What follows belongs to an exercise in optimizing a design on an open flow for small area, a short achievable clock period and few clock cycles per item; a production flow would make more cautious choices.
Only simulation tests tie the RTL to the original design; equivalence was not proved.
No activity file was given, so power comes from the tool's default toggle rates.

// two_mode_motion_tween_unit
module two_mode_motion_tween_unit #(
  parameter int unsigned FRACTION_BITS    = 16,
  parameter int unsigned SINE_TABLE_DEPTH = 1024
) (
  input  wire logic        clk,
  input  wire logic        rst,
  input  wire logic        s_tvalid,
  output logic             s_tready,
  input  wire logic [7:0]  s_tdata,     
  output logic             m_tvalid,
  input  wire logic        m_tready,
  output logic [31:0]      m_tdata,     
  output logic             m_tlast,     
  input  wire logic        cfg_valid,
  output logic             cfg_ready,
  input  wire logic [2:0]  cfg_index,
  input  wire logic [15:0] cfg_data
);
Settings: LEC_CHECK=0, CAP_MARGIN=20, CORE_MARGIN=2, CORE_UTILIZATION=40, SETUP_SLACK_MARGIN=5, SLEW_MARGIN=20, SYNTH_MEMORY_MAX_BITS=32768; clock period 11.0 ns.
run.sh (not shown) runs the stock make flow with config.mk's settings and CLKGATE_MAP_FILE= SYNTH_SCRIPT=/design/flow/synth_recipe.tcl, a recipe that flattens the netlist after the stock synthesis.
Testbench counts at the start, summed over its fixed seeds: cycles 9,328, items 7,756.
Edit:
--- a/flow/design.v
+++ b/flow/design.v
@@ -21,23 +21,23 @@
   output logic             s_tready,
   input  wire logic [7:0]  s_tdata,     
   output logic             m_tvalid,
   input  wire logic        m_tready,
   output logic [31:0]      m_tdata,     
   output logic             m_tlast,     
   input  wire logic        cfg_valid,
   output logic             cfg_ready,
   input  wire logic [2:0]  cfg_index,
   input  wire logic [15:0] cfg_data
 );
-  localparam int unsigned DS = 2;           
+  localparam int unsigned DS = 1;           
   localparam int unsigned DC = 16 / DS;     
   function automatic logic [16:0] rcp_q(input logic [5:0] a);
     logic [16:0] v;
     case (a)
       6'd0: v = 17'd65536;
       6'd1: v = 17'd65536;
       6'd2: v = 17'd32768;
       6'd3: v = 17'd21845;
       6'd4: v = 17'd16384;
       6'd5: v = 17'd13107;
       6'd6: v = 17'd10922;
@@ -1641,42 +1641,42 @@
   assign q_nx   = cr ? qa1 : qa0;
   assign r_nx   = cr ? rsum[15:0] : r + R0;
   assign idx_k  = {1'b0, q[15:6]} + {10'd0, q[5]};
   function automatic logic [10:0] sidx(input logic [16:0] v);
     sidx = v[16:6] + {10'd0, v[5]};
   endfunction
   logic past, done;
   assign past = !in_rs && past_k;
   assign done = !in_rs && done_k;
   assign pop  = in_v && !stall && (in_rs || past_k || (qs && q0v && ixv));
   logic        dv_busy, dv_kj;
-  logic [3:0]  dv_cnt;
+  logic [4:0]  dv_cnt;
   logic [15:0] drem_nx;
   logic [16:0] dquo_nx;
   logic        dv_fin;
   always_comb begin
     logic [16:0] t2;
     drem_nx = r;
     dquo_nx = q;
     for (int j = 0; j < DS; j++) begin
       t2 = {drem_nx, 1'b0};
       if (t2 >= {1'b0, n_eff}) begin
         drem_nx = 16'(t2 - {1'b0, n_eff});
         dquo_nx = {dquo_nx[15:0], 1'b1};
       end else begin
         drem_nx = t2[15:0];
         dquo_nx = {dquo_nx[15:0], 1'b0};
       end
     end
   end
-  assign dv_fin = dv_busy && (dv_cnt == 4'd1);
+  assign dv_fin = dv_busy && (dv_cnt == 5'd1);
   logic [16:0] q0_res;
   logic [15:0] r0_res;
   assign q0_res = dquo_nx;
   assign r0_res = drem_nx;
   logic k_zero, k_one, k_in, k_eqn;
   assign k_zero = (k == 17'd0);
   assign k_one  = (k == 17'd1);
   assign k_in   = !(k > {1'b0, n_eff});
   assign k_eqn  = (k == {1'b0, n_eff});
   logic tick_step;    
   assign tick_step = pop && !past;
@@ -1690,23 +1690,23 @@
       Rm      <= 17'h1ffff;
       qs      <= 1'b1;
       q0v     <= 1'b1;
       rmp     <= 1'b0;
       ix      <= '0;
       ixv     <= 1'b1;
       dv_busy <= 1'b0;
       dv_kj   <= 1'b0;
     end else if (n_wr) begin
       qs      <= 1'b0;
       dv_kj   <= 1'b0;
-      dv_cnt  <= 4'(DC);
+      dv_cnt  <= 5'(DC);
       r       <= 16'd1;
       q       <= '0;
       rmp     <= 1'b0;
       ixv     <= 1'b0;
       if (cfg_data[15:6] == '0) begin
         Q0      <= rcp_q(cfg_data[5:0]);
         R0      <= {10'd0, rcp_r(cfg_data[5:0])};
         Rm      <= {10'h3ff, rcp_m(cfg_data[5:0])};
         q0v     <= 1'b1;
         dv_busy <= 1'b0;
       end else begin
@@ -1716,23 +1716,23 @@
     end else begin
       if (tick_step) k <= in_rs ? 17'd1 : k + 17'd1;
       if (!ixv) begin
         ix  <= idx_k;
         ixv <= 1'b1;
       end
       if (rmp) begin
         Rm  <= {1'b0, R0} - {1'b0, n_eff};
         q0v <= 1'b1;
         rmp <= 1'b0;
       end
-      if (dv_busy) dv_cnt <= dv_cnt - 4'd1;
+      if (dv_busy) dv_cnt <= dv_cnt - 5'd1;
       if (dv_busy && !dv_kj) begin
         ixv <= 1'b0;
         if (!dv_fin) begin
           q <= dquo_nx;
           r <= drem_nx;
           if (tick_step) qs <= 1'b0;
         end else begin
           Q0      <= q0_res;
           R0      <= r0_res;
           rmp     <= 1'b1;
           dv_busy <= 1'b0;
@@ -1756,23 +1756,23 @@
       end else if (dv_busy) begin
         q <= dquo_nx;
         r <= drem_nx;
         ixv <= 1'b0;
         if (dv_fin) begin
           qs      <= 1'b1;
           dv_busy <= 1'b0;
         end
       end else if (q0v && !qs && k_in) begin
         dv_busy <= 1'b1;
         dv_kj   <= 1'b1;
-        dv_cnt  <= 4'(DC);
+        dv_cnt  <= 5'(DC);
         r       <= k_eqn ? 16'd0 : k[15:0];
         q       <= {16'd0, k_eqn};
         ixv     <= 1'b0;
       end
     end
   end
   logic        v2, fe2, dn2;
   logic [15:0] f2;
   logic [15:0] rx, ry;
   logic rsx0_1, rsx0_2, rsx0_3;
   logic [18:0] rsx0_w;
Result: Via count decreases by a few percent; worst hold slack gets better by 0.0040 ns; maximum frequency increases slightly; setup slack gets better by 0.028 ns; die area decreases slightly; area after synthesis decreases slightly; cell area decreases slightly; global-route usage decreases by 0.61 points; total power decreases by a few percent; routed wire length decreases by a few percent; non-clock buffer count increases by 30; register-to-register slack gets better by 0.02 ns.
Testbench counts after the change, summed over its fixed seeds: cycles 9,528, items 7,756.

==> afterwards: timing with drivers on the ports <==
The flow's constraints put no driver on any port. The routed layouts listed below were extracted and timed again, unchanged, in two steps. Step 1 sets driving cells, clkbuf_16 on the clock port and buf_2 on the other inputs (assumed; they add their load-dependent delay and slew). Step 2 also shifts input and output timing later by t, the mid clock arrival at the registers, as if the neighbouring blocks saw the same clock. Slacks: ideal ports / drivers / drivers and shift; pairs: ideal ports / drivers.
| run | shift t [ns] | slack for setup (ns) | worst setup path after step 2 | worst slew at a driven data input, ns |
|---|---|---|---|---|
| the first run | 0.732 | 5.039 / 5.078 / 4.350 | input to register | 0.05 |
| the second run | 0.718 | 5.067 / 5.103 / 4.392 | input to register | 0.11 |
After both steps setup and hold are still met in every run listed. For the first run, which loses most, drivers alone change the setup slack by +0.039 ns; drivers and shift together by -0.689 ns.
